This design comes from an exercise in tuning for small area, a short achievable clock period and few clock cycles on the open sky130 flow, not from production work.
RTL that was checked went through simulation tests only; none was proved equivalent to the original.
Only the layout flow was run in runs 5 to 7; the RTL was not checked for function there.
Power figures rest on the tool's default switching activity, not on a simulated workload.

## flow/design.v

```verilog
`timescale 1ns / 1ps
package pcsp_pkg;
  localparam int COORD_BITS = 58;
  localparam int PADDR_BITS = 4;
  localparam int PDATA_BITS = 32;
  localparam int TERM_BITS  = 29;    
  localparam logic [1:0] REG_X_DECIMALS = 2'd0;
  localparam logic [1:0] REG_Y_DECIMALS = 2'd1;
  localparam logic [1:0] REG_INCH_UNITS = 2'd2;
  localparam logic [7:0] CH_LF  = 8'd10;
  localparam logic [7:0] CH_CR  = 8'd13;
  localparam logic [7:0] CH_PCT = 8'h25;
  localparam logic [7:0] CH_0   = 8'h30;
  localparam logic [7:0] CH_9   = 8'h39;
  localparam logic [7:0] CH_D   = 8'h44;
  localparam logic [7:0] CH_X   = 8'h58;
  localparam logic [7:0] CH_Y   = 8'h59;
  localparam logic [1:0] EV_SEGMENT  = 2'd0;
  localparam logic [1:0] EV_APERTURE = 2'd1;
  localparam logic [1:0] EV_UNKNOWN  = 2'd2;
  localparam logic [2:0] M_LINE_START = 3'd0;
  localparam logic [2:0] M_IN_LINE    = 3'd1;
  localparam logic [2:0] M_XDIG       = 3'd2;
  localparam logic [2:0] M_YDIG       = 3'd3;
  localparam logic [2:0] M_D0         = 3'd4;
  localparam logic [2:0] M_D1         = 3'd5;
  localparam logic [2:0] M_D2         = 3'd6;
  localparam logic [2:0] M_SKIP       = 3'd7;
  localparam logic [3:0] C_LF    = 4'd10;
  localparam logic [3:0] C_X     = 4'd11;
  localparam logic [3:0] C_Y     = 4'd12;
  localparam logic [3:0] C_D     = 4'd13;
  localparam logic [3:0] C_PCT   = 4'd14;
  localparam logic [3:0] C_OTHER = 4'd15;
  typedef struct packed {
    logic [2:0] x_decimals;
    logic [2:0] y_decimals;
    logic       inch_units;
  } pcsp_cfg_t;
endpackage
`timescale 1ns / 1ps
import pcsp_pkg::*;
module pcsp_cfg (
  input  logic                           clk,
  input  logic                           rst,
  input  logic                           psel,
  input  logic                           penable,
  input  logic                           pwrite,
  input  logic [pcsp_pkg::PADDR_BITS-1:0] paddr,
  input  logic [pcsp_pkg::PDATA_BITS-1:0] pwdata,
  output logic [pcsp_pkg::PDATA_BITS-1:0] prdata,
  output logic                           pready,
  output pcsp_pkg::pcsp_cfg_t            cfg
);
  logic       wr_en;
  logic [1:0] reg_idx;
  assign pready  = 1'b1;
  assign wr_en   = psel && penable && pwrite;
  assign reg_idx = paddr[3:2];
  always_ff @(posedge clk) begin
    if (rst) begin
      cfg <= '0;
    end else if (wr_en) begin
      case (reg_idx)
        REG_X_DECIMALS: cfg.x_decimals <= pwdata[2:0];
        REG_Y_DECIMALS: cfg.y_decimals <= pwdata[2:0];
        REG_INCH_UNITS: cfg.inch_units <= pwdata[0];
        default: ;
      endcase
    end
  end
  always_comb begin
    prdata = '0;
    case (reg_idx)
      REG_X_DECIMALS: prdata[2:0] = cfg.x_decimals;
      REG_Y_DECIMALS: prdata[2:0] = cfg.y_decimals;
      REG_INCH_UNITS: prdata[0]   = cfg.inch_units;
      default: ;
    endcase
  end
endmodule
`timescale 1ns / 1ps
import pcsp_pkg::*;
module pcsp_obuf (
  input  logic       clk,
  input  logic       rst,
  input  logic       emit,
  input  logic       seg,
  output logic       blocked,
  output logic       out_valid,
  input  logic       out_stall,
  output logic       seg_n
);
  assign blocked = out_valid && out_stall;
  always_ff @(posedge clk) begin
    if (rst) begin
      out_valid <= 1'b0;
    end else begin
      out_valid <= emit || blocked;
    end
  end
  always_ff @(posedge clk) begin
    if (!blocked) begin
      seg_n <= !seg;
    end
  end
endmodule
`timescale 1ns / 1ps
import pcsp_pkg::*;
module pcsp_scale (
  input  logic [3:0]                          dig,
  input  logic [3:0]                          lo,
  input  logic [2:0]                          decimals,
  input  logic                                inch_units,
  output logic [pcsp_pkg::TERM_BITS-1:0]      term
);
  logic [2:0]  d;
  logic        fine;
  logic [24:0] k;
  logic [26:0] k3;
  assign d    = (decimals > 3'd6) ? 3'd6 : decimals;
  assign fine = inch_units && (d == 3'd6);
  always_comb begin
    case ({inch_units, d})
      4'b0_000: k = 25'd1000000;
      4'b0_001: k = 25'd100000;
      4'b0_010: k = 25'd10000;
      4'b0_011: k = 25'd1000;
      4'b0_100: k = 25'd100;
      4'b0_101: k = 25'd10;
      4'b0_110: k = 25'd1;
      4'b1_000: k = 25'd25400000;
      4'b1_001: k = 25'd2540000;
      4'b1_010: k = 25'd254000;
      4'b1_011: k = 25'd25400;
      4'b1_100: k = 25'd2540;
      4'b1_101: k = 25'd254;
      default:  k = '0;
    endcase
  end
  always_comb begin
    case ({inch_units, d})
      4'b0_000: k3 = 27'd3000000;
      4'b0_001: k3 = 27'd300000;
      4'b0_010: k3 = 27'd30000;
      4'b0_011: k3 = 27'd3000;
      4'b0_100: k3 = 27'd300;
      4'b0_101: k3 = 27'd30;
      4'b0_110: k3 = 27'd3;
      4'b1_000: k3 = 27'd76200000;
      4'b1_001: k3 = 27'd7620000;
      4'b1_010: k3 = 27'd762000;
      4'b1_011: k3 = 27'd76200;
      4'b1_100: k3 = 27'd7620;
      4'b1_101: k3 = 27'd762;
      default:  k3 = '0;
    endcase
  end
  logic [8:0] fine_term;
  always_comb begin
    case (dig)
      4'd1: fine_term = 9'd25;
      4'd2: fine_term = 9'd51;
      4'd3: fine_term = 9'd76;
      4'd4: fine_term = 9'd102;
      4'd5: fine_term = 9'd127;
      4'd6: fine_term = 9'd152;
      4'd7: fine_term = 9'd178;
      4'd8: fine_term = 9'd203;
      4'd9: fine_term = 9'd229;
      default: fine_term = 9'd0;
    endcase
    case (lo)
      4'd1, 4'd6: fine_term = fine_term + 9'd4;
      4'd2, 4'd7: fine_term = fine_term - 9'd2;
      4'd3, 4'd8: fine_term = fine_term + 9'd2;
      4'd4, 4'd9: fine_term = fine_term - 9'd4;
      default: ;
    endcase
  end
  logic [TERM_BITS-1:0] coarse_term, pa, pb;
  assign pa = (dig[1:0] == 2'd3) ? TERM_BITS'(k3) :
              (dig[1:0] == 2'd2) ? TERM_BITS'(k) << 1 :
              (dig[1:0] == 2'd1) ? TERM_BITS'(k) : '0;
  assign pb = dig[3] ? TERM_BITS'(k) << 3 : dig[2] ? TERM_BITS'(k) << 2 : '0;
  pcsp_add2 #(.W(TERM_BITS)) u_add (
    .a   (pa),
    .b   (pb),
    .sum (coarse_term)
  );
  assign term = fine ? {{(TERM_BITS-9){fine_term[8]}}, fine_term} : coarse_term;
endmodule
module pcsp_add3 #(
  parameter int W = 58
) (
  input  logic [W-1:0] a,
  input  logic [W-1:0] b,
  input  logic [W-1:0] c,
  output logic [W-1:0] sum
);
  logic [W-1:0] s, cy, p, gg, pp;
  always_comb begin
    s  = a ^ b ^ c;
    cy = ((a & b) | (a & c) | (b & c)) << 1;
    p  = s ^ cy;
    gg = s & cy;
    pp = p;
    for (int d = 1; d < W; d = d * 2) begin
      for (int i = 2 * d - 1; i < W; i = i + 2 * d) begin
        gg[i] = gg[i] | (pp[i] & gg[i - d]);
        pp[i] = pp[i] & pp[i - d];
      end
    end
    for (int d = 32; d >= 1; d = d / 2) begin
      for (int i = 3 * d - 1; i < W; i = i + 2 * d) begin
        gg[i] = gg[i] | (pp[i] & gg[i - d]);
        pp[i] = pp[i] & pp[i - d];
      end
    end
    sum = p ^ {gg[W-2:0], 1'b0};
  end
endmodule
module pcsp_add2 #(
  parameter int W = 29
) (
  input  logic [W-1:0] a,
  input  logic [W-1:0] b,
  output logic [W-1:0] sum
);
  logic [W-1:0] p, gg, pp;
  always_comb begin
    p  = a ^ b;
    gg = a & b;
    pp = p;
    for (int d = 1; d < W; d = d * 2) begin
      for (int i = 2 * d - 1; i < W; i = i + 2 * d) begin
        gg[i] = gg[i] | (pp[i] & gg[i - d]);
        pp[i] = pp[i] & pp[i - d];
      end
    end
    for (int d = 32; d >= 1; d = d / 2) begin
      for (int i = 3 * d - 1; i < W; i = i + 2 * d) begin
        gg[i] = gg[i] | (pp[i] & gg[i - d]);
        pp[i] = pp[i] & pp[i - d];
      end
    end
    sum = p ^ {gg[W-2:0], 1'b0};
  end
endmodule
`timescale 1ns / 1ps
import pcsp_pkg::*;
module pcsp_parse (
  input  logic                           clk,
  input  logic                           rst,
  input  logic                           go,
  input  logic [3:0]                     cc,
  input  logic [pcsp_pkg::TERM_BITS-1:0] term,
  input  logic                           axis_y,
  input  pcsp_pkg::pcsp_cfg_t            cfg,
  output logic                           emit,
  output logic                           seg,
  output logic [6:0]                     dval,
  output logic [pcsp_pkg::COORD_BITS-1:0] pos_x_n,
  output logic [pcsp_pkg::COORD_BITS-1:0] pos_y_n,
  output logic [pcsp_pkg::COORD_BITS-1:0] prev_x_n,
  output logic [pcsp_pkg::COORD_BITS-1:0] prev_y_n
);
  logic [2:0] mode;
  logic       has_coord;
  logic [3:0] sig;
  logic       is_digit, is_lf, is_x, is_y, is_d, is_pct;
  logic [3:0] dig;
  assign is_digit = (cc < 4'd10);
  assign is_lf    = (cc == C_LF);
  assign is_x     = (cc == C_X);
  assign is_y     = (cc == C_Y);
  assign is_d     = (cc == C_D);
  assign is_pct   = (cc == C_PCT);
  assign dig      = cc;
  logic in_word, word_y;
  assign in_word = (mode == M_XDIG) || (mode == M_YDIG);
  assign word_y  = axis_y;
  logic [2:0]            sat_d;
  logic [COORD_BITS-1:0] sat_nm;
  assign sat_d = word_y ? cfg.y_decimals : cfg.x_decimals;
  always_comb begin
    case ({cfg.inch_units, (sat_d > 3'd6) ? 3'd6 : sat_d})
      4'b0_000: sat_nm = 58'd9999999999000000;
      4'b0_001: sat_nm = 58'd999999999900000;
      4'b0_010: sat_nm = 58'd99999999990000;
      4'b0_011: sat_nm = 58'd9999999999000;
      4'b0_100: sat_nm = 58'd999999999900;
      4'b0_101: sat_nm = 58'd99999999990;
      4'b0_110: sat_nm = 58'd9999999999;
      4'b1_000: sat_nm = 58'd253999999974600000;
      4'b1_001: sat_nm = 58'd25399999997460000;
      4'b1_010: sat_nm = 58'd2539999999746000;
      4'b1_011: sat_nm = 58'd253999999974600;
      4'b1_100: sat_nm = 58'd25399999997460;
      4'b1_101: sat_nm = 58'd2539999999746;
      default:  sat_nm = 58'd253999999975;
    endcase
  end
  logic [COORD_BITS-1:0] acc, acc_sum, acc_next;
  assign acc = word_y ? ~pos_y_n : ~pos_x_n;
  pcsp_add3 #(.W(COORD_BITS)) u_add (
    .a   (acc << 3),
    .b   (acc << 1),
    .c   ({{(COORD_BITS-TERM_BITS){term[TERM_BITS-1]}}, term}),
    .sum (acc_sum)
  );
  assign acc_next = (sig == 4'd10) ? sat_nm : acc_sum;
  logic       d_end, seg_code;
  logic [6:0] code;
  assign d_end    = go && ((mode == M_D1) || (mode == M_D2) || (mode == M_D0 && is_lf));
  assign code     = (mode == M_D1 && is_digit) ? 7'(dval * 7'd10) + 7'(dig) : dval;
  assign seg_code = (code == 7'd1) || (code == 7'd3);
  assign seg      = seg_code;
  assign emit     = d_end && code != 7'd2 && !(seg_code && !has_coord);
  logic ctl, word_start, first_word, digit_step;
  assign ctl        = go && !mode[2];
  assign word_start = ctl && (is_x || is_y);
  assign first_word = word_start && !has_coord;
  assign digit_step = ctl && in_word && is_digit;
  logic                  load_x, load_y, pos_zero;
  logic [COORD_BITS-1:0] pos_d_n;
  assign pos_zero = rst || word_start;
  assign load_x   = rst || (word_start && is_x) || (digit_step && !word_y);
  assign load_y   = rst || (word_start && is_y) || (digit_step && word_y);
  assign pos_d_n  = pos_zero ? '1 : ~acc_next;
  always_ff @(posedge clk) begin
    if (load_x) begin
      pos_x_n <= pos_d_n;
    end
    if (load_y) begin
      pos_y_n <= pos_d_n;
    end
  end
  always_ff @(posedge clk) begin
    if (first_word) begin
      prev_x_n <= pos_x_n;
      prev_y_n <= pos_y_n;
    end
  end
  always_ff @(posedge clk) begin
    if (rst) begin
      sig <= '0;
    end else if (word_start) begin
      sig <= '0;
    end else if (digit_step && sig != 4'd10 && (sig != 4'd0 || dig != 4'd0)) begin
      sig <= sig + 4'd1;
    end
  end
  always_ff @(posedge clk) begin
    if (rst) begin
      mode      <= M_LINE_START;
      has_coord <= 1'b0;
      dval      <= '0;
    end else if (go) begin
      if (mode == M_D1 && is_digit) begin
        dval <= code;
      end
      if (is_lf) begin
        mode      <= M_LINE_START;
        has_coord <= 1'b0;
      end else begin
        case (mode)
          M_SKIP: ;
          M_D0: begin
            mode <= is_digit ? M_D1 : M_D2;
            dval <= is_digit ? 7'(dig) : 7'd0;
          end
          M_D1, M_D2: mode <= M_IN_LINE;
          default: begin
            if (in_word && is_digit) begin
              mode <= mode;
            end else if (is_pct && mode == M_LINE_START) begin
              mode <= M_SKIP;
            end else if (is_x) begin
              mode      <= M_XDIG;
              has_coord <= 1'b1;
            end else if (is_y) begin
              mode      <= M_YDIG;
              has_coord <= 1'b1;
            end else if (is_d) begin
              mode <= M_D0;
              dval <= '0;
            end else begin
              mode <= M_IN_LINE;
            end
          end
        endcase
      end
    end
  end
endmodule
`timescale 1ns / 1ps
import pcsp_pkg::*;
module plot_command_stream_parser_core (
  input  logic                                  clk,
  input  logic                                  rst,
  input  logic                                  psel,
  input  logic                                  penable,
  input  logic                                  pwrite,
  input  logic [pcsp_pkg::PADDR_BITS-1:0]        paddr,
  input  logic [pcsp_pkg::PDATA_BITS-1:0]        pwdata,
  output logic [pcsp_pkg::PDATA_BITS-1:0]        prdata,
  output logic                                  pready,
  input  logic                                  in_valid,
  output logic                                  in_stall,
  input  logic [7:0]                            ch,
  output logic                                  out_valid,
  input  logic                                  out_stall,
  output logic [1:0]                            event_res,
  output logic [pcsp_pkg::COORD_BITS-1:0]        x_from,
  output logic [pcsp_pkg::COORD_BITS-1:0]        y_from,
  output logic [pcsp_pkg::COORD_BITS-1:0]        x_to,
  output logic [pcsp_pkg::COORD_BITS-1:0]        y_to,
  output logic [6:0]                            code_number
);
  pcsp_pkg::pcsp_cfg_t cfg;
  logic       blocked, go, emit, seg, seg_n;
  logic [6:0] dval;
  logic [pcsp_pkg::COORD_BITS-1:0] pos_x_n, pos_y_n, prev_x_n, prev_y_n;
  pcsp_cfg u_cfg (
    .clk     (clk),
    .rst     (rst),
    .psel    (psel),
    .penable (penable),
    .pwrite  (pwrite),
    .paddr   (paddr),
    .pwdata  (pwdata),
    .prdata  (prdata),
    .pready  (pready),
    .cfg     (cfg)
  );
  assign in_stall = blocked;
  logic       a_valid;
  logic [7:0] a_ch;
  always_ff @(posedge clk) begin
    if (rst) begin
      a_valid <= 1'b0;
    end else if (!blocked) begin
      a_valid <= in_valid;
    end
  end
  always_ff @(posedge clk) begin
    if (!blocked) begin
      a_ch <= ch;
    end
  end
  logic       b_valid, b_axis;
  logic [3:0] b_cc, a_cc;
  logic       a_digit;
  logic [pcsp_pkg::TERM_BITS-1:0] b_term, a_term;
  logic       last_y;
  logic [3:0] last_dig;
  logic       a_cr;
  assign a_cr  = (a_ch == CH_CR);
  assign a_digit = (a_ch >= CH_0) && (a_ch <= CH_9);
  assign a_cc    = a_digit          ? a_ch[3:0] :
                   (a_ch == CH_LF)  ? C_LF  :
                   (a_ch == CH_X)   ? C_X   :
                   (a_ch == CH_Y)   ? C_Y   :
                   (a_ch == CH_D)   ? C_D   :
                   (a_ch == CH_PCT) ? C_PCT : C_OTHER;
  pcsp_scale u_scale (
    .dig        (a_ch[3:0]),
    .lo         (last_dig),
    .decimals   (last_y ? cfg.y_decimals : cfg.x_decimals),
    .inch_units (cfg.inch_units),
    .term       (a_term)
  );
  always_ff @(posedge clk) begin
    if (rst) begin
      b_valid  <= 1'b0;
      last_y   <= 1'b0;
      last_dig <= '0;
    end else if (!blocked) begin
      b_valid <= a_valid && !a_cr;
      if (a_valid && (a_cc == C_X || a_cc == C_Y)) begin
        last_y   <= (a_cc == C_Y);
        last_dig <= '0;
      end else if (a_valid && a_digit) begin
        last_dig <= a_ch[3:0];
      end
    end
  end
  always_ff @(posedge clk) begin
    if (!blocked) begin
      b_cc   <= a_cc;
      b_term <= a_term;
      b_axis <= last_y;
    end
  end
  assign go = b_valid && !blocked;
  pcsp_parse u_parse (
    .clk      (clk),
    .rst      (rst),
    .go       (go),
    .cc       (b_cc),
    .term     (b_term),
    .axis_y   (b_axis),
    .cfg      (cfg),
    .emit     (emit),
    .seg      (seg),
    .dval     (dval),
    .pos_x_n  (pos_x_n),
    .pos_y_n  (pos_y_n),
    .prev_x_n (prev_x_n),
    .prev_y_n (prev_y_n)
  );
  pcsp_obuf u_obuf (
    .clk       (clk),
    .rst       (rst),
    .emit      (emit),
    .seg       (seg),
    .blocked   (blocked),
    .out_valid (out_valid),
    .out_stall (out_stall),
    .seg_n     (seg_n)
  );
  assign code_number = dval;
  assign event_res   = !seg_n ? EV_SEGMENT : (dval >= 7'd10) ? EV_APERTURE : EV_UNKNOWN;
  assign x_from = ~(prev_x_n | {pcsp_pkg::COORD_BITS{seg_n}});
  assign y_from = ~(prev_y_n | {pcsp_pkg::COORD_BITS{seg_n}});
  assign x_to   = ~(pos_x_n  | {pcsp_pkg::COORD_BITS{seg_n}});
  assign y_to   = ~(pos_y_n  | {pcsp_pkg::COORD_BITS{seg_n}});
endmodule
```

## flow/flow/run.sh

```bash
#!/bin/bash
# The standard layout (standard.sh: the standard synthesis, floorplan, placement,
# CTS, routing) with two settings it does not expose: the port buffers are the
# smallest plain buffer, and timing repair aims at a setup slack of
# SETUP_SLACK_MARGIN ns at the design's clock period. make's output goes to
# flow_make.log; each ORFS step keeps its own log under orfs/logs.
set -euo pipefail
export SETUP_SLACK_MARGIN=6.2
export BUFFER_PORTS_ARGS="-buffer_cell sky130_fd_sc_hd__buf_1"
bash standard.sh > flow_make.log 2>&1
```

## flow/standard.sh

```bash
#!/bin/bash
# synth_recipe.tcl (not shown) runs the flow's synth.tcl, then flattens the netlist and writes it again
# the make line also repeats each setting of config.mk as NAME=value (left out here)
make -C /OpenROAD-flow-scripts/flow DESIGN_CONFIG=/design/flow/config.mk WORK_HOME=/design/flow/orfs CLKGATE_MAP_FILE= SYNTH_SCRIPT=/design/flow/synth_recipe.tcl "${@:-finish}"
```

## flow/config.mk

```make
export PLATFORM = sky130hd
export DESIGN_NAME = plot_command_stream_parser_core
export DESIGN_NICKNAME = plot_command_stream_parser_core
export VERILOG_FILES = /design/flow/design.v
export SDC_FILE = /design/flow/constraint.sdc
export NUM_CORES = 4
export LEC_CHECK = 0
export ABC_AREA = 1
export CAP_MARGIN = 20
export CORE_MARGIN = 2
export CORE_UTILIZATION = 55
export CTS_BUF_LIST = sky130_fd_sc_hd__clkbuf_8
export CTS_CLUSTER_DIAMETER = 60
export CTS_CLUSTER_SIZE = 20
export SLEW_MARGIN = 20
```

## flow/constraint.sdc

```tcl
create_clock -name core_clock -period 11.0 [get_ports {clk}]
set_input_delay 2.2000 -clock core_clock [delete_from_list [all_inputs] [get_ports {clk}]]
set_output_delay 2.2000 -clock core_clock [all_outputs]
set_load 0.01 [all_outputs]
```

==> results of run 1 <==
flip-flops by register name, indices dropped and copies added (netlist names), 3 cells and up, named ones only:
register and count:
u_parse.prev_y_n 58, last_dig 4, u_parse.pos_x_n 58, b_cc 4, u_parse.mode 3, u_parse.sig 4
a_ch 8, u_parse.dval 7, u_parse.prev_x_n 58, b_term 29, u_cfg.cfg 7, u_parse.pos_y_n 58
cell families (layout without fill, tap and decap cells):
group,count (synthesis),in the layout,share of synthesized area [%]
XOR/XNOR,32,32,1.36
other,2,30,0.0365
adder cells (fa/ha/maj),227,227,17.4
buffers and inverters,350,608,7.23
flip-flops,313,313,43.9
multiplexers,54,54,2.63
AO/OA/AOI/OAI,372,372,10.8
AND/OR/NAND/NOR,830,832,16.6
worst min-delay path by stage:
stage and endpoint:
2_1_floorplan u_parse.prev_x_n[57], 3_3_place_gp u_parse.prev_y_n[57], 3_5_place_dp u_parse.prev_y_n[57], 4_1_cts u_parse.prev_y_n[57], 5_1_grt u_parse.prev_y_n[47], 6_report u_parse.prev_y_n[57]
cells in the final DEF, fill, tap and decap left out, types with 5 or more instances in the layout:
cell type / n
inv_1: 225
buf_4: 42
nor3_1: 13
a211oi_1: 5
inv_2: 12
mux2i_2: 10
edfxtp_1: 275
nor2_2: 7
mux2i_1: 35
o21ai_2: 5
nand2_1: 330
o2111ai_1: 12
conb_1: 30
nand3_1: 76
inv_6: 8
o211ai_1: 23
nor2_4: 7
a31oi_1: 13
buf_1: 258
clkbuf_8: 27
ha_1: 126
xnor2_1: 13
o22ai_1: 22
dfxtp_1: 37
a21o_1: 9
nand2_2: 11
o21bai_1: 5
o221ai_1: 11
mux2i_4: 9
fa_1: 98
nor2_1: 341
o21ai_1: 15
xor2_1: 19
nand4_1: 19
a21oi_1: 104
o21ai_0: 115
or2_2: 15
power breakdown:
group / internal [W] / switching [W] / leakage, nW
Combinational: 0.000726 / 0.00111 / 6.11
Clock: 0.000311 / 0.000454 / 0.322
Sequential: 0.00164 / 0.000176 / 2.81
Total: 0.00268 / 0.00174 / 9.23
worst max-delay path: stages:
cell      delay, ns
buf_8          0.10
nor2_4         0.12
inv_4          0.06
o221ai_2       0.14
buf_2          0.16
routing by layer:
metal	vias to the layer above	track usage [%]	share of wire, %
li1	7856	-	-
met5	-	0	0
met4	0	6.93	2.6
met1	7798	34.6	42
met3	82	3.65	5.4
met2	486	47.1	50
metrics by stage:
step                utilization [%]  total power (W)
finish                         63.4          0.00443
global route                   63.4          0.00477
CTS                            62.2          0.00440
detailed placement             59.6          0.00361
global placement               59.6          0.00354
floorplan                         -          0.00310
cell type report:
type | instances | area, um^2 | share of cell area, %
Timing Repair Buffer | 315 | 1560 | 6.72
Clock buffer | 27 | 372 | 1.60
Clock inverter | 22 | 270 | 1.16
Tap cell | 468 | 586 | 2.52
Inverter | 244 | 936 | 4.03
Sequential cell | 313 | 9020 | 38.8
Multi-Input combinational cell | 1547 | 10500 | 45.2
what timing repair did:
| action | 4_1_cts | 5_1_grt |
|---|---|---|
| buffers inserted | 5 | 26 |
| endpoints found under the setup margin | 107 | 40 |
| pin swaps | 4 | 9 |
| cloned | 4 | 2 |
| gates resized for setup | 51 | 40 |
==> results.ini, run 1 <==
[layout]
fin_area_um2=23300
fill_cells=3197
syn_to_final_growth_pct=13.1
num_antenna_cells=0
nNetsFinal=2726
drive_above_1_share_pct=8.79
final_cells=2936

[synthesis]
synth_largest_area_cell=edfxtp_1
synthTopCellsByArea=edfxtp_1 40%, fa_1 9.6%, ha_1 7.8%
yosysWarnings=7
synth_edf_count=275
yosysMostFrequentCell=nor2_1
synthCells=2180
syn-cell-area_um2=20600
ys_ff_latch=313
synth_cell_types=58
synth_common_cells=346 x nor2_1, 334 x nand2_1, 275 x edfxtp_1, 229 x inv_1, 128 x ha_1
syn_area_per_cell_um2=9.43
yosysSeqAreaShare_pct=43.9
ys.flop_type=edfxtp_1
synth.top_cell.area_share_pct=40.2
async_flop_share_pct=0

[power_and_ir_drop]
leakage_nw=9.23
vdd_drop_max_uv=116
pwr_density_cell_nw_per_um2=190

[clock_network]
cts.hold.buffers_added=0
htreeDepth=1
cts.path.max_buffers=3
root_buffer=clkbuf_8
path_clk_slew_ns=0.10
cts_buffers=27
tritoncts=done
cts_sinks=313
clkLatencyLatePin_ns=0.64

[route]
dr.pass1.iters=6
drtIter0Drc=1089
wl_per_cell_um=18.3
routed_via_density=5.53
postRouteAntennaNets=0
drc=0
dr_total_vias=16200
wl_mm=53.7

[sta]
fin_crit_ns=4.98
fin_skew_ns=0.0363
finalMaxSlewViolations=0
period_share_pct=45.3
fin_hold_ws_ns=0.472
max_freq_mhz=201
setup_tns_ns=0
finalHoldViolations=0
setup_viol=0
max_slew_margin_pct=32.5
rsz0062_at_grt=true
worst_slack_ns=6.02
tightest_slew_ns=1.01

[floorplan]
core-area_um2=36700
core.rowCount=70
die_w_um=197
die_height_um=197
io_pins=327
initial_core_util_pct=56.0
design.die.area_um2=38900

[grt]
grt_max_degree=234
antenna_found_initial=0
grt_pass1_wl_mm=81.4
grt_util_all_layers_pct=26.6
grt_overflow=0
grt_pass1_vias=15200

[worst_setup_path]
r2r-start=b_axis
rr_endpoint=u_parse.pos_y_n[46]
cp-start-kind=input pin
r2r_slack_ns=6.44
crit_arrival_ns=2.78
r2r_cells=22
critPathKind=input pin to output pin
worstSetupEndpointType=output pin
cp_max_fo=4
crit_end=prdata[0]
cp-startpoint=paddr[2]
crit_required_ns=8.80

[worst_hold_path]
whs_path_depth=0
hold_path_startpoint=u_parse.pos_y_n[57]
min_path_type=flip-flop to flip-flop

[placement]
port_buffers=265
dpl.cell_count=2850
gp_congestion=0.947
preCtsSetupSlack_ns=5.20
dpl_cell_area_um2=21900
dp_hpwl_mm=38.7

[flow_run]
maxCapViolations=0

[run_status]
status=timing/DRC/antenna clean

Testbench counts, summed over its fixed seeds: cycles 24,064.
==> inputs of run 2 (changes only) <==
--- a/flow/flow/run.sh
+++ b/flow/flow/run.sh
@@ -5,6 +5,6 @@
 # SETUP_SLACK_MARGIN ns at the design's clock period. make's output goes to
 # flow_make.log; each ORFS step keeps its own log under orfs/logs.
 set -euo pipefail
-export SETUP_SLACK_MARGIN=6.2
+export SETUP_SLACK_MARGIN=6.0
 export BUFFER_PORTS_ARGS="-buffer_cell sky130_fd_sc_hd__buf_1"
 bash standard.sh > flow_make.log 2>&1
--- a/flow/config.mk
+++ b/flow/config.mk
@@ -8,7 +8,7 @@
 export ABC_AREA = 1
 export CAP_MARGIN = 20
 export CORE_MARGIN = 2
-export CORE_UTILIZATION = 55
+export CORE_UTILIZATION = 80
 export CTS_BUF_LIST = sky130_fd_sc_hd__clkbuf_8
 export CTS_CLUSTER_DIAMETER = 60
 export CTS_CLUSTER_SIZE = 20
==> run 2 against run 1 <==
  * Synthesized cell count is the same
  * The flow now stops in global routing
  * Synthesized area is the same
==> results.ini, run 2 <==
[clock_network]
cts_buffers=25
htreeDepth=1
root_buffer=clkbuf_8
cts_sinks=313
cts.path.max_buffers=3

[floorplan]
io_pins=327
core.rowCount=58
initial_core_util_pct=81.6
die_height_um=164
die_w_um=164

[placement]
gp_congestion=0.976
port_buffers=265
dp_hpwl_mm=42.9

[sta]
worst-ep-kind=top-level output
crit_endpoint=prdata[0]

[grt]
grt_max_degree=234
antenna_found_initial=19
grt_overflow=58
grt_util_all_layers_pct=75.2

[synthesis]
async_flop_share_pct=0
yosysSeqAreaShare_pct=43.9
ys_ff_latch=313
synthCells=2180
syn_area_per_cell_um2=9.43
synth.top_cell.area_share_pct=40.2
synthTopCellsByArea=edfxtp_1 40%, fa_1 9.6%, ha_1 7.8%
synth_largest_area_cell=edfxtp_1
ys.flop_type=edfxtp_1
synth_cell_types=58
yosysWarnings=7
synth_common_cells=346 x nor2_1, 334 x nand2_1, 275 x edfxtp_1, 229 x inv_1, 128 x ha_1
syn-cell-area_um2=20600
yosysMostFrequentCell=nor2_1
synth_edf_count=275

[run_status]
tool.error=[ERROR GRT-0232] Routing congestion too high. Check the congestion heatmap in the GUI.
flow.stopped_at=global routing
status=aborted with a tool error

[run 2: cell counts after synthesis]
No cell type changed its count.
[run 2: kinds of logic after synthesis]
group / synth area share [%]
compound gates: 10.8
xor+xnor: 1.36
fa+ha+maj: 17.4
buf+inv: 7.23
flops: 43.9
mux: 2.63
other cells: 0.0365
simple gates: 16.6
[run 2: per-layer routing]
metal | GRT overflow | global-route usage (%)
met1 | 3 | 75.2
met5 | 0 | 40.3
met3 | 5 | 62.9
met2 | 18 | 90.1
met4 | 32 | 70.6
[run 2: worst max-delay path by stage]
stage               startpoint             endpoint  slack, ns  depth (start not counted)
floorplan            out_stall  u_parse.prev_x_n[0]       5.97                          7
global placement      paddr[2]            prdata[2]       5.73                          5
detailed placement      last_y           b_term[27]       5.67                         27
CTS                   paddr[3]            prdata[1]       6.00                          5
[run 2: power by group through the flow]
stage | clock network [W] | logic (W) | registers, W
3_5_place_dp | 0 | 0.00191 | 0.00185
3_3_place_gp | 0 | 0.00165 | 0.00181
4_1_cts | 0.000720 | 0.00201 | 0.00183
2_1_floorplan | 0 | 0.00134 | 0.00176
[run 2: what timing repair did]
action                                  4_1_cts
buffers inserted                              5
endpoints found under the setup margin       43
hold buffers                                  0
resized for setup                            41
pin swaps                                     4
cloned                                        3
[run 2: per-stage QoR]
step | area [um^2] | cells | setup slack, ns
after CTS | 22500 | 2761 | 6.00
after global placement | 21700 | 2711 | 5.73
after floorplan | 20700 | 2208 | 5.97
after detailed placement | 21700 | 2711 | 5.67
==> inputs of run 3 (changes only) <==
--- a/flow/config.mk
+++ b/flow/config.mk
@@ -8,7 +8,7 @@
 export ABC_AREA = 1
 export CAP_MARGIN = 20
 export CORE_MARGIN = 2
-export CORE_UTILIZATION = 80
+export CORE_UTILIZATION = 75
 export CTS_BUF_LIST = sky130_fd_sc_hd__clkbuf_8
 export CTS_CLUSTER_DIAMETER = 60
 export CTS_CLUSTER_SIZE = 20
==> run 3 against run 2 <==
  * The run now finishes clean
  * Synthesized cell count unchanged
  * Synthesized area unchanged
==> results.ini, run 3 <==
[synthesis]
syn-cell-area_um2=20600
synth_common_cells=346 x nor2_1, 334 x nand2_1, 275 x edfxtp_1, 229 x inv_1, 128 x ha_1
synthCells=2180
async_flop_share_pct=0
yosysSeqAreaShare_pct=43.9
ys.flop_type=edfxtp_1
yosysMostFrequentCell=nor2_1
synth_largest_area_cell=edfxtp_1
synth_edf_count=275
synthTopCellsByArea=edfxtp_1 40%, fa_1 9.6%, ha_1 7.8%
ys_ff_latch=313
syn_area_per_cell_um2=9.43
synth.top_cell.area_share_pct=40.2
synth_cell_types=58
yosysWarnings=7

[worst_setup_path]
cp_max_fo=4
r2r_cells=23
path_cells=buf_8, nor2_4, inv_4, o22ai_1, buf_2
critPathMaxStageDelay_ns=0.17
crit_arrival_ns=2.82
critPathSlowestCell=o22ai_1
critPathKind=input pin to output pin
worstSetupEndpointType=output pin
crit_required_ns=8.80
cp-start-kind=input pin

[clock_network]
htreeDepth=1
root_buffer=clkbuf_8
path_clk_slew_ns=0.11
tritoncts=done
cts.path.max_buffers=3
cts_buffers=25
clkLatencyLatePin_ns=0.59
cts_sinks=313
cts.hold.buffers_added=0

[sta]
rsz0062_at_grt=true
period_share_pct=45.6
max_freq_mhz=199
fin_crit_ns=5.02
setup_tns_ns=0
tightest_slew_ns=1.09
finalMaxSlewViolations=0
fin_hold_ws_ns=0.468
finalHoldViolations=0
max_slew_margin_pct=27.4
fin_skew_ns=0.0296
setup_viol=0

[layout]
fill_cells=1514
register_area_um2=9020
drive_above_1_share_pct=6.54
final_cells=2786
final_common_cell=nor2_1
syn_to_final_growth_pct=10.0
multi_input_area_um2=10300
nNetsFinal=2709
final_cell_mix=342 x nor2_1, 332 x nand2_1, 275 x edfxtp_1
num_antenna_cells=0

[grt]
grt_pass1_wl_mm=85.5
antenna_found_initial=0
grt_pass1_vias=16400
grt_overflow=0
grt_max_degree=229
grt_util_all_layers_pct=37.9

[power_and_ir_drop]
leakage_nw=9.03
pwr_density_cell_nw_per_um2=199
vdd_drop_max_uv=155
total_power_w=0.00450

[floorplan]
die_height_um=170
core.rowCount=60
io_pins=327
die_w_um=170
initial_core_util_pct=76.3
design.die.area_um2=28800
core-area_um2=27000

[route]
wl_mm=57.0
dr.pass1.iters=8
drc=0
wl_per_cell_um=20.5
postRouteAntennaNets=0
drtIter0Drc=1941
dr_total_vias=17500
routed_via_density=6.26

[placement]
dpl.cell_count=2722
port_buffers=265
gp_congestion=0.976
dp_hpwl_mm=39.7

[worst_hold_path]
whs_path_depth=0
min_path_type=flip-flop to flip-flop

[run_status]
status=timing/DRC/antenna clean

[flow_run]
maxCapViolations=0

[run 3: cell counts after synthesis]
No cell type changed its count.
[run 3: critical path: cells and delay by family]
family                 cells  cell delay [ns]
AND/OR/NAND/NOR            1             0.11
AO/OA/AOI/OAI              1             0.17
buffers and inverters      3             0.34
[run 3: layout make-up]
type | instances | share of cell area (%)
Clock inverter | 16 | 0.952
Sequential cell | 313 | 39.9
Inverter | 244 | 4.13
Timing Repair Buffer | 300 | 6.04
Multi-Input combinational cell | 1547 | 45.6
Clock buffer | 25 | 1.52
Tap cell | 341 | 1.89
[run 3: through the flow]
step                utilization, %  worst slack [ns]  instance area (um^2)
finish                        83.9              5.98                 22600
detailed placement            80.5              5.38                 21700
global placement              80.5              5.54                 21700
floorplan                        -              5.97                 20700
global route                  83.9              5.95                 22600
CTS                           83.2              5.98                 22400
[run 3: final timing paths]
| path | to | slack, ns | startpoint |
|---|---|---|---|
| worst max-delay path | prdata[1] | 5.98 | paddr[2] |
| worst max register to register | u_parse.pos_y_n[57] | 6.09 | b_axis |
| worst min-delay path | u_parse.prev_x_n[57] | 0.47 | u_parse.pos_x_n[57] |
| worst min register to register | u_parse.prev_x_n[57] | 0.47 | u_parse.pos_x_n[57] |
[run 3: cells by family (layout without fill, tap and decap cells)]
family | Yosys count | count (layout) | synth area share [%]
AO/OA/AOI/OAI | 372 | 372 | 10.8
buffers and inverters | 350 | 585 | 7.23
AND/OR/NAND/NOR | 830 | 832 | 16.6
other | 2 | 30 | 0.0365
multiplexers | 54 | 54 | 2.63
adder cells (fa/ha/maj) | 227 | 227 | 17.4
flip-flops | 313 | 313 | 43.9
XOR/XNOR | 32 | 32 | 1.36
[run 3: report_power, final]
group,internal (W),switching (W)
combinational,0.000736,0.00123
clock,0.000285,0.000424
sequential,0.00165,0.000178
total,0.00267,0.00183
[run 3: layer usage]
layer	global-route usage, %	vias to the layer above	wire length, um
li1	-	7824	-
met1	45.7	8160	20000
met2	67.1	1185	28500
met3	5.97	282	5130
met4	17.6	0	3330
met5	0	-	0
[run 3: what timing repair did]
item                                    CTS  global route
resized for setup                        35            11
endpoints found under the setup margin   83            32
pin swaps                                 5             5
gates cloned                              2             1
buffers inserted                          4            16
==> inputs of run 4 (changes only) <==
--- a/flow/config.mk
+++ b/flow/config.mk
@@ -8,7 +8,7 @@
 export ABC_AREA = 1
 export CAP_MARGIN = 20
 export CORE_MARGIN = 2
-export CORE_UTILIZATION = 75
+export CORE_UTILIZATION = 70
 export CTS_BUF_LIST = sky130_fd_sc_hd__clkbuf_8
 export CTS_CLUSTER_DIAMETER = 60
 export CTS_CLUSTER_SIZE = 20
==> run 4 against run 3 <==
  * Still clean
  * Core utilization fell by 5.5 points
  * Cell count rose by 1.1%
  * Die area rose by 7.0%
  * First-iteration DRC count fell by 16%
  * Sequential power barely moved
  * Hold slack got worse by 0.0075 ns
  * Sequential cell count did not move
  * Clock skew fell by 0.0018 ns
  * Largest power group unchanged
==> results.ini, run 4 <==
[run_status]
status=timing/DRC/antenna clean

[route]
routed_via_density=5.88
drtIter0Drc=1631
wl_per_cell_um=18.3
drc=0
dr.pass1.iters=6
postRouteAntennaNets=0
dr_total_vias=16600
wl_mm=51.6

[synthesis]
synth_largest_area_cell=edfxtp_1
yosysWarnings=7
ys_ff_latch=313
synth_cell_types=58
synthCells=2180
synth_common_cells=346 x nor2_1, 334 x nand2_1, 275 x edfxtp_1, 229 x inv_1, 128 x ha_1
synthTopCellsByArea=edfxtp_1 40%, fa_1 9.6%, ha_1 7.8%
synth.top_cell.area_share_pct=40.2
syn-cell-area_um2=20600
async_flop_share_pct=0
syn_area_per_cell_um2=9.43
yosysMostFrequentCell=nor2_1
synth_edf_count=275
ys.flop_type=edfxtp_1
yosysSeqAreaShare_pct=43.9

[worst_hold_path]
min_path_type=flip-flop to flip-flop
worst_hold_path.endpoint=u_parse.prev_x_n[57]
hold_path_startpoint=u_parse.pos_x_n[57]
whs_path_depth=0

[grt]
antenna_found_initial=0
grt_pass1_vias=15700
grt_overflow=0
grt_pass1_wl_mm=80.2
grt_util_all_layers_pct=32.6
grt_max_degree=234

[worst_setup_path]
crit_arrival_ns=2.78
r2r_slack_ns=6.28
cp-start-kind=input pin
crit_required_ns=8.80
cp_max_fo=13
path_cells=buf_4, nand2_8, inv_8, buf_1
worst-path-buf-inv=3
critPathMaxStageDelay_ns=0.18
r2r-start=b_axis
rr_endpoint=u_parse.pos_x_n[46]
r2r_cells=22
worstSetupEndpointType=output pin
cp_top_family=buffers and inverters
critPathKind=input pin to output pin
critPathSlowestCell=buf_4

[sta]
setup_viol=0
tightest_slew_ns=1.02
max_slew_margin_pct=31.8
rsz0062_at_grt=true
finalMaxSlewViolations=0
fin_crit_ns=4.98
period_share_pct=45.3
fin_skew_ns=0.0278
finalHoldViolations=0
setup_tns_ns=0
max_freq_mhz=201

[power_and_ir_drop]
pwr_density_cell_nw_per_um2=194
vdd_drop_max_uv=119
leakage_nw=8.98

[floorplan]
design.die.area_um2=30800
core-area_um2=28800
io_pins=327
core.rowCount=62
die_height_um=175
die_w_um=175
initial_core_util_pct=71.4

[clock_network]
htreeDepth=1
cts_sinks=313
cts.path.max_buffers=3
root_buffer=clkbuf_8
tritoncts=done
clkLatencyLatePin_ns=0.60
cts_buffers=25
path_clk_slew_ns=0.11

[layout]
final_cell_mix=342 x nor2_1, 330 x nand2_1, 275 x edfxtp_1
final_common_cell=nor2_1
drive_above_1_share_pct=6.41
nNetsFinal=2697
syn_to_final_growth_pct=9.78
final_cells=2818
num_antenna_cells=0

[placement]
dp_hpwl_mm=38.1
gp_congestion=0.955
dpl.cell_count=2766
port_buffers=265

[flow_run]
maxCapViolations=0

## run 4: cell counts after synthesis
Identical to the previous run, type by type.
## run 4: routing by layer
layer / vias to the layer above / GRT usage, % / part of all wire, %
met5: - / 0 / 0
met4: 0 / 11.3 / 3.6
met3: 141 / 3.57 / 7.0
met2: 781 / 58.6 / 52
met1: 7842 / 41.2 / 38
li1: 7800 / - / -
## run 4: final cells by class
class                   count  area (um^2)
clock buffers              25          344
clock inverters            17          224
fillers                  1921         6210
inverters                 244          931
multi-input cells        1547        10300
flip-flops and latches    313         9020
well taps                 384          480
repair buffers            288         1250
## run 4: worst max path at each step
stage | startpoint | slack, ns | end | cells after the start
floorplan | out_stall | 5.97 | u_parse.prev_x_n[0] | 7
global placement | out_stall | 5.60 | u_parse.prev_y_n[1] | 10
detailed placement | out_stall | 5.54 | u_parse.prev_x_n[54] | 10
CTS | paddr[2] | 6.00 | prdata[0] | 6
global route | paddr[2] | 5.98 | prdata[1] | 6
finish | out_stall | 6.02 | in_stall | 4
## run 4: kinds of logic after synthesis
family / Yosys count / synth area share [%]
and+or+nand+nor: 830 / 16.6
AOI/OAI and AO/OA: 372 / 10.8
buffers and inverters: 350 / 7.23
DFF: 313 / 43.9
adders and majority gates: 227 / 17.4
muxes: 54 / 2.63
xor gates and xnor gates: 32 / 1.36
other: 2 / 0.0365
## run 4: per-stage QoR
step | setup slack (ns) | power [W] | instance area (um^2) | utilization [%] | hold slack (ns)
floorplan | 5.97 | 0.00310 | 20700 | - | 0.427
global placement | 5.60 | 0.00349 | 21800 | 75.6 | 0.434
detailed placement | 5.54 | 0.00363 | 21800 | 75.6 | 0.434
CTS | 6.00 | 0.00435 | 22400 | 77.9 | 0.460
global route | 5.98 | 0.00467 | 22600 | 78.4 | 0.471
finish | 6.02 | 0.00438 | 22600 | 78.4 | 0.461
## run 4: report_power, final
group / switching, W / internal (W)
Clock: 0.000422 / 0.000286
Combinational: 0.00115 / 0.000716
Sequential: 0.000160 / 0.00164
## run 4: timing repair
item / CTS / global route
gates cloned: 2 / 1
resized for setup: 25 / 22
hold buffers: 0 / 0
setup buffers: 1 / 6
pin swaps: 2 / 5
endpoints found under the setup margin: 20 / 36
==> inputs of run 5 (changes only) <==
--- a/flow/design.v
+++ b/flow/design.v
@@ -437,18 +437,8 @@
   assign in_stall = blocked;
   logic       a_valid;
   logic [7:0] a_ch;
-  always_ff @(posedge clk) begin
-    if (rst) begin
-      a_valid <= 1'b0;
-    end else if (!blocked) begin
-      a_valid <= in_valid;
-    end
-  end
-  always_ff @(posedge clk) begin
-    if (!blocked) begin
-      a_ch <= ch;
-    end
-  end
+  assign a_valid = in_valid;
+  assign a_ch    = ch;
   logic       b_valid, b_axis;
   logic [3:0] b_cc, a_cc;
   logic       a_digit;
--- a/flow/config.mk
+++ b/flow/config.mk
@@ -8,8 +8,6 @@
 export ABC_AREA = 1
 export CAP_MARGIN = 20
 export CORE_MARGIN = 2
-export CORE_UTILIZATION = 70
+export CORE_UTILIZATION = 55
 export CTS_BUF_LIST = sky130_fd_sc_hd__clkbuf_8
-export CTS_CLUSTER_DIAMETER = 60
-export CTS_CLUSTER_SIZE = 20
 export SLEW_MARGIN = 20
==> run 5 against run 4 <==
  * Still clean
  * Combinational power hardly changed
  * Register-to-register slack worse by 0.05 ns
  * Total power is 4.1% higher
  * Count of clock-buffer cells in the layout is 29 higher
  * Clock power is 34% higher
  * Hold slack worse by 0.0091 ns
  * Setup slack worse by 0.094 ns
  * Synthesized cell count is 0.73% higher
  * Global-route usage is 5.4 points lower
  * First-iteration DRC count is 39% lower
  * Core utilization is 15 points lower
  * Critical path depth is 1 higher
  * Critical endpoint is now prdata[1]
  * Largest cell class unchanged
  * Largest power group unchanged
  * Highest routed layer unchanged
==> results.ini, run 5 <==
[sta]
setup_viol=0
tightest_slew_ns=1.06
fin_crit_ns=5.08
rsz0062_at_grt=true
worst_slack_ns=5.92
period_share_pct=46.2
setup_tns_ns=0
max_freq_mhz=197
max_slew_margin_pct=29.0
finalHoldViolations=0
finalMaxSlewViolations=0
fin_skew_ns=0.0372

[synthesis]
synth_cell_types=58
synth.top_cell.area_share_pct=39.6
synthSimpleGateAreaFrac_pct=18.4
synth_top_family_by_area=simple AND/OR/NAND/NOR gates
synth_mux_area_share_pct=2.67
synthCells=2196
ys_ff_latch=296
syn_area_per_cell_um2=9.22
ys.flop_type=edfxtp_1
synthAdderAreaFrac_pct=17.7
synth-compound-area-share_pct=10.4
syn-cell-area_um2=20200
yosysMostFrequentCell=nor2_1
synth_edf_count=267
yosysWarnings=7
async_flop_share_pct=0
synthXorXnorAreaFrac_pct=1.17
synth_common_cells=379 x nor2_1, 371 x nand2_1, 267 x edfxtp_1, 216 x inv_1, 128 x ha_1
synthTopCellsByArea=edfxtp_1 40%, fa_1 9.8%, ha_1 7.9%
yosysSeqAreaShare_pct=42.5
synth_largest_area_cell=edfxtp_1

[clock_network]
tritoncts=done
cts.path.max_buffers=3
path_clk_slew_ns=0.06
clkLatencyLatePin_ns=0.61
cts_buffers=49
htreeDepth=2
cts.hold.buffers_added=0
cts_sinks=296
root_buffer=clkbuf_8

[route]
dr.pass1.iters=5
drc=0
wl_mm=52.9
dr_total_vias=16200
postRouteAntennaNets=0
routed_via_density=5.42
wl_per_cell_um=17.7
drtIter0Drc=1001

[worst_setup_path]
cp-startpoint=paddr[3]
critPathKind=input pin to output pin
r2r-start=last_y
cp-start-kind=input pin
worstSetupEndpointType=output pin
crit_arrival_ns=2.88
crit_required_ns=8.80
cp_max_fo=4

[grt]
grt_util_all_layers_pct=27.2
grt_overflow=0
grt_pass1_wl_mm=82.0
grt_pass1_vias=15400
antenna_found_initial=0
grt_max_degree=234

[layout]
num_antenna_cells=0
nNetsFinal=2765
final_util_pct=63.9
final_cell_mix=374 x nor2_1, 364 x nand2_1, 267 x edfxtp_1
final_common_cell=nor2_1
syn_to_final_growth_pct=15.0
drive_above_1_share_pct=9.83
final_cells=2992

[floorplan]
die_w_um=196
design.die.area_um2=38300
core-area_um2=36400
initial_core_util_pct=55.5
die_height_um=196
core.rowCount=70
io_pins=327

[worst_hold_path]
hold_path_startpoint=u_parse.pos_x_n[57]
min_path_type=flip-flop to flip-flop

[power_and_ir_drop]
leakage_nw=9.50
pwr_density_cell_nw_per_um2=196
vdd_drop_max_uv=118

[placement]
dp_hpwl_mm=38.9
gp_congestion=0.902
preCtsSetupSlack_ns=3.81
dpl.cell_count=2868
port_buffers=265

[run_status]
status=timing/DRC/antenna clean

[flow_run]
maxCapViolations=0

[run 5: cell count changes in the layout (fill, tap and decap cells not counted), sizes merged, moves of 23 or more]
cell / delta
o21ai: -23
nand2: +41
buf: +26
nor2: +28
clkbuf: +29
[run 5: per-layer routing]
metal  up-vias  wire length, um  GRT usage, %  share of wire (%)
met5         -                0             0                  0
met2       475            25700          46.0                 48
li1       7960                -             -                  -
met3        82             3030          4.80                5.7
met4         0             1530          9.26                2.9
met1      7689            22700          35.5                 43
[run 5: critical path, stage by stage]
cell and delay, ns:
buf_8 0.11, nor2_4 0.09, inv_2 0.07, o22ai_2 0.22
buf_2 0.18
[run 5: area by class of cell]
type | count | area (um^2)
inverters | 231 | 923
flip-flops and latches | 296 | 8600
repair inverters | 1 | 5.00
repair buffers | 316 | 1530
fillers | 3128 | 13200
well taps | 468 | 586
clock inverters | 34 | 219
clock buffers | 54 | 743
multi-input cells | 1592 | 10700
[run 5: kinds of logic after synthesis]
group / count (synthesis)
adders and majority gates: 227
xor gates and xnor gates: 27
DFF: 296
buffers and inverters: 338
and+or+nand+nor: 899
other: 2
muxes: 54
AOI/OAI and AO/OA: 353
[run 5: where the power goes]
part	internal, W	total [W]	leakage (nW)	switching [W]
Combinational	0.000731	0.00189	6.29	0.00116
Clock	0.000520	0.000947	0.554	0.000427
Sequential	0.00157	0.00172	2.65	0.000151
[run 5: what timing repair did]
item                                    CTS  global route
cloned                                    4             1
gates resized for setup                  53            41
pin swaps                                 7            14
setup buffers                            10            21
endpoints found under the setup margin  114            55
[run 5: final timing paths]
kind,end,slack (ns),depth (start not counted)
worst max-delay path,prdata[1],5.92,5
worst min-delay path,u_parse.prev_x_n[57],0.45,0
worst max register to register,b_term[23],6.23,30
worst min register to register,u_parse.prev_x_n[57],0.45,0
[run 5: per-stage QoR]
stage                     hold slack, ns  power (W)  cell area, um^2
final                              0.452    0.00456            23300
after global routing               0.471    0.00488            23300
after floorplan                    0.427    0.00304            20500
after detailed placement           0.445    0.00359            21600
after global placement             0.438    0.00353            21600
after CTS                          0.456    0.00456            23000
==> inputs of run 6 (changes only) <==
--- a/flow/config.mk
+++ b/flow/config.mk
@@ -10,4 +10,6 @@
 export CORE_MARGIN = 2
 export CORE_UTILIZATION = 55
 export CTS_BUF_LIST = sky130_fd_sc_hd__clkbuf_8
+export CTS_CLUSTER_DIAMETER = 50
+export CTS_CLUSTER_SIZE = 14
 export SLEW_MARGIN = 20
==> run 6 against run 5 <==
  * Final area is 1.4% lower
  * Clock power fell by 23%
  * Critical path depth increased by 1
  * Sequential share of layout area up 0.51 points
  * Setup slack worse by 0.00072 ns
  * Cell count decreased by 1.2%
  * Fmax is essentially flat
  * Synthesized cell count did not move
==> results.ini, run 6 <==
[worst_setup_path]
worstSetupEndpointType=output pin
rr_endpoint=b_term[23]
r2r_cells=30
crit_required_ns=8.80
cp_max_fo=3
r2r_slack_ns=6.27
crit_arrival_ns=2.88
critPathKind=input pin to output pin
r2r-start=last_y
cp-start-kind=input pin

[synthesis]
yosysWarnings=7
synth.top_cell.area_share_pct=39.6
synth_largest_area_cell=edfxtp_1
ys.flop_type=edfxtp_1
syn_area_per_cell_um2=9.22
synth_common_cells=379 x nor2_1, 371 x nand2_1, 267 x edfxtp_1, 216 x inv_1, 128 x ha_1
syn-cell-area_um2=20200
yosysMostFrequentCell=nor2_1
synthTopCellsByArea=edfxtp_1 40%, fa_1 9.8%, ha_1 7.9%
synth_edf_count=267
yosysSeqAreaShare_pct=42.5
synthCells=2196
async_flop_share_pct=0
synth_cell_types=58
ys_ff_latch=296

[clock_network]
cts_buffers=30
cts.path.max_buffers=3
cts_sinks=296
path_clk_slew_ns=0.09
cts.hold.buffers_added=0
tritoncts=done
root_buffer=clkbuf_8
clkLatencyLatePin_ns=0.61
htreeDepth=1

[layout]
final_common_cell=nor2_1
syn_to_final_growth_pct=13.4
final_cell_mix=374 x nor2_1, 365 x nand2_1, 267 x edfxtp_1
drive_above_1_share_pct=9.17
nNetsFinal=2748
num_antenna_cells=0
fin_area_um2=23000

[power_and_ir_drop]
vdd_drop_max_uv=106
leakage_nw=9.28
total_power_w=0.00433
pwr_density_cell_nw_per_um2=189

[floorplan]
die_w_um=196
core.rowCount=70
initial_core_util_pct=55.5
io_pins=327
core-area_um2=36400
die_height_um=196
design.die.area_um2=38300

[sta]
fin_crit_ns=5.08
finalMaxSlewViolations=0
max_freq_mhz=197
rsz0062_at_grt=true
setup_tns_ns=0
fin_skew_ns=0.0210
finalHoldViolations=0
max_slew_margin_pct=28.9
setup_viol=0
tightest_slew_ns=1.07
period_share_pct=46.2

[flow_run]
maxCapViolations=0

[route]
dr.pass1.iters=5
routed_via_density=5.46
postRouteAntennaNets=0
wl_mm=52.6
drc=0
drtIter0Drc=925
wl_per_cell_um=17.8
dr_total_vias=16100

[worst_hold_path]
min_path_type=flip-flop to flip-flop
whs_path_depth=0
hold_path_startpoint=u_parse.pos_x_n[57]
worst_hold_path.endpoint=u_parse.prev_x_n[57]

[placement]
gp_congestion=0.902
dp_hpwl_mm=38.9
port_buffers=265
dpl_cell_area_um2=21600

[grt]
grt_util_all_layers_pct=26.7
grt_overflow=0
grt_max_degree=234
grt_pass1_wl_mm=81.1
antenna_found_initial=0
grt_pass1_vias=15200

[run_status]
status=timing/DRC/antenna clean

-- run 6: repair_timing --
| item | in CTS | in global routing |
|---|---|---|
| hold endpoints to repair | 0 | 0 |
| endpoints found under the setup margin | 114 | 55 |
| resized for setup | 51 | 44 |
| pin swaps | 7 | 14 |
| gates cloned | 3 | 1 |
| buffers inserted | 10 | 24 |
-- run 6: worst max-delay path: stages --
cell	delay, ns
buf_6	0.09
inv_2	0.04
nor2_4	0.11
inv_4	0.06
o221ai_4	0.20
buf_2	0.18
-- run 6: cells by family after synthesis --
| kind of cell | share of synthesized area [%] |
|---|---|
| compound gates | 10.4 |
| xor+xnor | 1.17 |
| fa+ha+maj | 17.7 |
| buf+inv | 7.17 |
| flops | 42.5 |
| mux | 2.67 |
| other cells | 0.0371 |
| simple gates | 18.4 |
-- run 6: area by class of cell --
type                       instances  area [um^2]
timing repair buffer             319         1560
tap                              468          586
multi-input combinational       1592        10700
inverter                         231          926
clock buffer                      31          427
sequential                       296         8600
clock inverter                    18          193
fill                            3190        13500
-- run 6: where the power goes --
group          switching, W  internal [W]
logic               0.00115      0.000730
clock network      0.000389      0.000341
registers          0.000149       0.00157
total               0.00169       0.00264
-- run 6: layer usage --
layer,track usage (%),wire [um]
met5,0,0
met4,8.89,1780
met3,4.28,2990
met2,45.3,25300
met1,35.1,22500
-- run 6: worst max path at each step --
stage	slack (ns)	depth (start not counted)	end	startpoint
floorplan	5.87	23	b_term[23]	ch[1]
global placement	3.83	21	b_term[23]	ch[1]
detailed placement	3.81	21	b_term[23]	ch[1]
CTS	5.93	5	prdata[0]	paddr[3]
global route	5.89	6	prdata[0]	paddr[2]
finish	5.92	6	prdata[0]	paddr[2]
-- run 6: stage by stage --
step	cells	hold WS, ns	utilization (%)	worst slack, ns
CTS	2930	0.452	62.0	5.93
detailed placement	2868	0.445	59.4	3.81
finish	2955	0.446	63.0	5.92
floorplan	2224	0.427	-	5.87
global route	2955	0.467	63.0	5.89
global placement	2868	0.438	59.4	3.83
==> inputs of run 7 (changes only) <==
--- a/flow/config.mk
+++ b/flow/config.mk
@@ -10,6 +10,6 @@
 export CORE_MARGIN = 2
 export CORE_UTILIZATION = 55
 export CTS_BUF_LIST = sky130_fd_sc_hd__clkbuf_8
-export CTS_CLUSTER_DIAMETER = 50
-export CTS_CLUSTER_SIZE = 14
+export CTS_CLUSTER_DIAMETER = 45
+export CTS_CLUSTER_SIZE = 20
 export SLEW_MARGIN = 20
==> run 7 against run 6 <==
  * Largest cell class unchanged
  * Final area grew 0.23%
  * Routed wire length grew 0.26%
  * Clock power increased by 7.5%
  * Still clean
  * Sequential cell count stayed put
==> results.ini, run 7 <==
[clock_network]
cts.hold.buffers_added=0
htreeDepth=1
cts.path.max_buffers=3
tritoncts=done
cts_buffers=31
cts_sinks=296
root_buffer=clkbuf_8
path_clk_slew_ns=0.09
clkLatencyLatePin_ns=0.65

[grt]
grt_overflow=0
top_usage_layer=met2
grt_pass1_wl_mm=81.9
use_met1_pct=36.1
grtUsageMet3_pct=3.01
global_route.usage.met2_pct=46.2
grt_util_all_layers_pct=26.8
antenna_found_initial=0
grt_pass1_vias=15200
grt_max_degree=234

[synthesis]
synth_cell_types=58
ys_ff_latch=296
synth_largest_area_cell=edfxtp_1
syn_area_per_cell_um2=9.22
ys.flop_type=edfxtp_1
synth.top_cell.area_share_pct=39.6
async_flop_share_pct=0
synth_edf_count=267
syn-cell-area_um2=20200
synthCells=2196
synthTopCellsByArea=edfxtp_1 40%, fa_1 9.8%, ha_1 7.9%
yosysSeqAreaShare_pct=42.5
synth_common_cells=379 x nor2_1, 371 x nand2_1, 267 x edfxtp_1, 216 x inv_1, 128 x ha_1
yosysWarnings=7
yosysMostFrequentCell=nor2_1

[run_status]
status=timing/DRC/antenna clean

[floorplan]
die_w_um=196
core.rowCount=70
initial_core_util_pct=55.5
die_height_um=196
design.die.area_um2=38300
io_pins=327
core-area_um2=36400

[route]
drc=0
wl_mm=52.8
wl_per_cell_um=17.8
dr_total_vias=16200
postRouteAntennaNets=0
routed_via_density=5.47
drtIter0Drc=938
dr.pass1.iters=5

[sta]
max_freq_mhz=197
fin_skew_ns=0.0577
tightest_slew_ns=1.06
max_slew_margin_pct=29.3
finalMaxSlewViolations=0
period_share_pct=46.2
fin_crit_ns=5.09
fin_hold_ws_ns=0.463
setup_tns_ns=0
rsz0062_at_grt=true
setup_viol=0
worst_slack_ns=5.91
finalHoldViolations=0

[worst_setup_path]
cp_top_family=buffers and inverters
crit_required_ns=8.80
r2r_cells=32
crit_arrival_ns=2.89
cp_max_fo=3
r2r_slack_ns=6.25
cp-start-kind=input pin
critPathKind=input pin to output pin
rr_endpoint=b_term[23]
worstSetupEndpointType=output pin
worst-path-buf-inv=3
r2r-start=u_cfg.cfg[2]
critPathSlowestCell=o221ai_4
critPathMaxStageDelay_ns=0.20
path_cells=buf_8, nor2_4, inv_4, o221ai_4, buf_2

[worst_hold_path]
whs_path_depth=0
min_path_type=flip-flop to flip-flop
worst_hold_path.endpoint=u_parse.prev_y_n[57]
hold_path_startpoint=u_parse.pos_y_n[57]

[flow_run]
maxCapViolations=0

[placement]
port_buffers=265
dp_hpwl_mm=38.9
gp_congestion=0.902
dpl.cell_count=2868
preCtsSetupSlack_ns=3.81

[layout]
syn_to_final_growth_pct=13.7
nNetsFinal=2747
final_cells=2962
drive_above_1_share_pct=9.34
num_antenna_cells=0
final_common_cell=nor2_1
final_util_pct=63.1
final_cell_mix=374 x nor2_1, 364 x nand2_1, 267 x edfxtp_1

[power_and_ir_drop]
vdd_drop_max_uv=110
pwr_density_cell_nw_per_um2=191
leakage_nw=9.28

[run 7: cell counts after synthesis]
No cell type changed its count.
[run 7: cells by family (layout without fill, tap and decap cells)]
logic type / count (synthesis) / in the layout / synth area share (%)
other: 2 / 30 / 0.0371
flip-flops: 296 / 296 / 42.5
AND/OR/NAND/NOR: 899 / 901 / 18.4
buffers and inverters: 338 / 606 / 7.17
adder cells (fa/ha/maj): 227 / 227 / 17.7
XOR/XNOR: 27 / 27 / 1.17
multiplexers: 54 / 54 / 2.67
AO/OA/AOI/OAI: 353 / 353 / 10.4
[run 7: per-stage QoR]
stage | area, um^2 | power (W)
after floorplan | 20500 | 0.00304
after CTS | 22700 | 0.00439
after global placement | 21600 | 0.00353
final | 23000 | 0.00439
after global routing | 23000 | 0.00471
after detailed placement | 21600 | 0.00359
[run 7: repair_timing]
action,CTS,global route
endpoints found under the setup margin,114,55
resized for setup,48,46
gates cloned,3,2
pin swaps,7,14
buffers inserted,10,21
[run 7: where the power goes]
group / internal [W] / leakage (nW) / switching (W)
clock: 0.000342 / 0.355 / 0.000444
combinational: 0.000729 / 6.27 / 0.00115
sequential: 0.00157 / 2.65 / 0.000151
[run 7: how the worst max path moves through the flow]
stage / end / startpoint / slack, ns / cells after the start
floorplan: b_term[23] / ch[1] / 5.87 / 23
global placement: b_term[23] / ch[1] / 3.83 / 21
detailed placement: b_term[23] / ch[1] / 3.81 / 21
CTS: prdata[0] / paddr[3] / 5.93 / 5
global route: b_term[23] / u_cfg.cfg[2] / 5.89 / 32
finish: prdata[0] / paddr[3] / 5.91 / 5
[run 7: final cells by class]
class                      instances  area (um^2)
sequential                       296         8600
multi-input combinational       1592        10600
inverter                         231          926
clock inverter                    27          284
tap                              468          586
clock buffer                      31          427
timing repair buffer             316         1530
timing repair inverter             1         5.00
fill                            3167        13400
[run 7: routing by layer]
metal | share of wire, % | wire length (um)
met1 | 43 | 22800
met5 | 0 | 0
met4 | 2.9 | 1540
met3 | 5.3 | 2810
met2 | 49 | 25600
[run 7: worst reg2reg max path: cells and delay by family (launching register included)]
family                   cells  cell delay [ns]
AND/OR/NAND/NOR             17             1.58
AO/OA/AOI/OAI                5             0.83
adder cells (fa/ha/maj)      3             0.88
buffers and inverters        7             0.83
flip-flops                   1             0.32
==> inputs of run 8 (changes only) <==
--- a/flow/design.v
+++ b/flow/design.v
@@ -437,8 +437,18 @@
   assign in_stall = blocked;
   logic       a_valid;
   logic [7:0] a_ch;
-  assign a_valid = in_valid;
-  assign a_ch    = ch;
+  always_ff @(posedge clk) begin
+    if (rst) begin
+      a_valid <= 1'b0;
+    end else if (!blocked) begin
+      a_valid <= in_valid;
+    end
+  end
+  always_ff @(posedge clk) begin
+    if (!blocked) begin
+      a_ch <= ch;
+    end
+  end
   logic       b_valid, b_axis;
   logic [3:0] b_cc, a_cc;
   logic       a_digit;
--- a/flow/config.mk
+++ b/flow/config.mk
@@ -9,7 +9,7 @@
 export CAP_MARGIN = 20
 export CORE_MARGIN = 2
 export CORE_UTILIZATION = 55
-export CTS_BUF_LIST = sky130_fd_sc_hd__clkbuf_8
-export CTS_CLUSTER_DIAMETER = 45
+export CTS_BUF_LIST = sky130_fd_sc_hd__clkbuf_8 sky130_fd_sc_hd__clkbuf_16
+export CTS_CLUSTER_DIAMETER = 60
 export CTS_CLUSTER_SIZE = 20
 export SLEW_MARGIN = 20
==> run 8 against run 7 <==
  * Global-route usage fell by 0.11 points
  * Total power rose by 5.7%
  * Routed wire length rose by 0.40%
  * Largest power group unchanged
  * Clock power rose by 31%
  * Critical path depth did not move
  * Critical path type unchanged
  * Final area rose by 1.0%
  * Critical endpoint unchanged
==> results.ini, run 8 <==
[sta]
setup_viol=0
setup_tns_ns=0
max_freq_mhz=200
max_slew_margin_pct=30.1
finalHoldViolations=0
fin_skew_ns=0.0193
finalMaxSlewViolations=0
fin_crit_ns=5.01
tightest_slew_ns=1.05
rsz0062_at_grt=true
period_share_pct=45.5

[clock_network]
cts_sinks=313
clkLatencyLatePin_ns=0.56
root_buffer=clkbuf_16
tritoncts=done
cts.path.max_buffers=3
path_clk_slew_ns=0.08
cts_buffers=27
cts.hold.buffers_added=0
htreeDepth=1

[worst_hold_path]
min_path_type=flip-flop to flip-flop

[route]
drtIter0Drc=1188
wl_per_cell_um=18.1
postRouteAntennaNets=0
dr_total_vias=16100
drc=0
dr.pass1.iters=5
wl_mm=53.0
routed_via_density=5.49

[worst_setup_path]
cp-start-kind=input pin
critPathKind=input pin to output pin
cp_max_fo=4
path_cells=buf_8, nor2_4, inv_2, o221ai_2, buf_2
crit_required_ns=8.80
worstSetupEndpointType=output pin
crit_arrival_ns=2.81
critPathSlowestCell=o221ai_2
critPathMaxStageDelay_ns=0.17

[floorplan]
core.rowCount=70
die_w_um=197
die_height_um=197
core-area_um2=36700
initial_core_util_pct=56.0
design.die.area_um2=38900
io_pins=327

[placement]
gp_congestion=0.946
dp_hpwl_mm=39.0
dpl.cell_count=2851
port_buffers=265

[run_status]
status=timing/DRC/antenna clean

[synthesis]
synth_edf_count=275
yosysWarnings=7
ys.flop_type=edfxtp_1
synthXorXnorAreaFrac_pct=1.36
synthAdderAreaFrac_pct=17.4
syn_area_per_cell_um2=9.43
synth.top_cell.area_share_pct=40.2
async_flop_share_pct=0
synth_common_cells=346 x nor2_1, 334 x nand2_1, 275 x edfxtp_1, 229 x inv_1, 128 x ha_1
synthTopCellsByArea=edfxtp_1 40%, fa_1 9.6%, ha_1 7.8%
synthCells=2180
yosysSeqAreaShare_pct=43.9
synth_top_family_by_area=adder cells
synth_cell_types=58
synth-compound-area-share_pct=10.8
yosysMostFrequentCell=nor2_1
syn-cell-area_um2=20600
ys_ff_latch=313
synth_largest_area_cell=edfxtp_1
synth_mux_area_share_pct=2.63
synthSimpleGateAreaFrac_pct=16.6

[layout]
nNetsFinal=2717
final_cells=2924
num_antenna_cells=0
final_common_cell=nor2_1
syn_to_final_growth_pct=13.1
drive_above_1_share_pct=7.08
fill_cells=3165
final_cell_mix=342 x nor2_1, 333 x nand2_1, 275 x edfxtp_1
final_util_pct=63.3

[grt]
grt_pass1_wl_mm=81.4
grt_overflow=0
grt_max_degree=234
grt_util_all_layers_pct=26.7
grt_pass1_vias=15200
antenna_found_initial=0

[flow_run]
maxCapViolations=0

[power_and_ir_drop]
vdd_drop_max_uv=174
pwr_density_cell_nw_per_um2=199
leakage_nw=9.26

[run 8: per-layer routing]
layer,up-vias,GRT usage (%),share of wire [%]
li1,7854,-,-
met1,7678,35.0,42
met2,437,46.2,49
met3,88,3.53,4.9
met4,0,8.52,3.4
met5,-,0,0
[run 8: kinds of logic (layout without fill, tap and decap cells)]
group | count (synthesis) | count (layout)
buffers and inverters | 350 | 596
DFF | 313 | 313
muxes | 54 | 54
AOI/OAI and AO/OA | 372 | 372
and+or+nand+nor | 830 | 832
adders and majority gates | 227 | 227
other | 2 | 30
xor gates and xnor gates | 32 | 32
[run 8: through the flow]
stage | hold WS [ns] | total power (W) | area (um^2) | worst slack [ns]
2_1_floorplan | 0.427 | 0.00310 | 20700 | 5.97
3_3_place_gp | 0.437 | 0.00353 | 21900 | 5.37
3_5_place_dp | 0.441 | 0.00361 | 21900 | 5.30
4_1_cts | 0.461 | 0.00466 | 23000 | 5.98
5_1_grt | 0.475 | 0.00499 | 23200 | 5.96
6_report | 0.461 | 0.00464 | 23200 | 5.99
[run 8: worst max-delay path: cells and delay by family]
family / cells / cell delay (ns)
AOI/OAI and AO/OA: 1 / 0.17
buffers and inverters: 3 / 0.33
and+or+nand+nor: 1 / 0.10
[run 8: timing repair]
item / CTS / global route
pin swaps: 5 / 6
buffers inserted: 5 / 19
endpoints found under the setup margin: 87 / 39
cloned: 2 / 1
resized for setup: 35 / 14
[run 8: final timing paths]
check / startpoint / end / slack, ns / cells past startpoint
max: paddr[3] / prdata[0] / 5.99 / 5
min: u_parse.pos_y_n[57] / u_parse.prev_y_n[57] / 0.46 / 0
max reg2reg: b_axis / u_parse.pos_x_n[46] / 6.27 / 22
min reg2reg: u_parse.pos_y_n[57] / u_parse.prev_y_n[57] / 0.46 / 0
[run 8: cell type report]
type	count	area [um^2]	share of cell area, %
multi-input cells	1547	10300	44.4
flip-flops and latches	313	9020	38.8
repair buffers	306	1410	6.07
inverters	244	936	4.03
clock buffers	27	676	2.91
well taps	468	586	2.52
clock inverters	19	294	1.27
[run 8: power breakdown]
group	switching, W	leakage, nW	internal (W)
clock network	0.000479	0.479	0.000547
registers	0.000159	2.81	0.00165
logic	0.00110	5.97	0.000704
Testbench counts of run 8, summed over its fixed seeds: cycles 24,064.
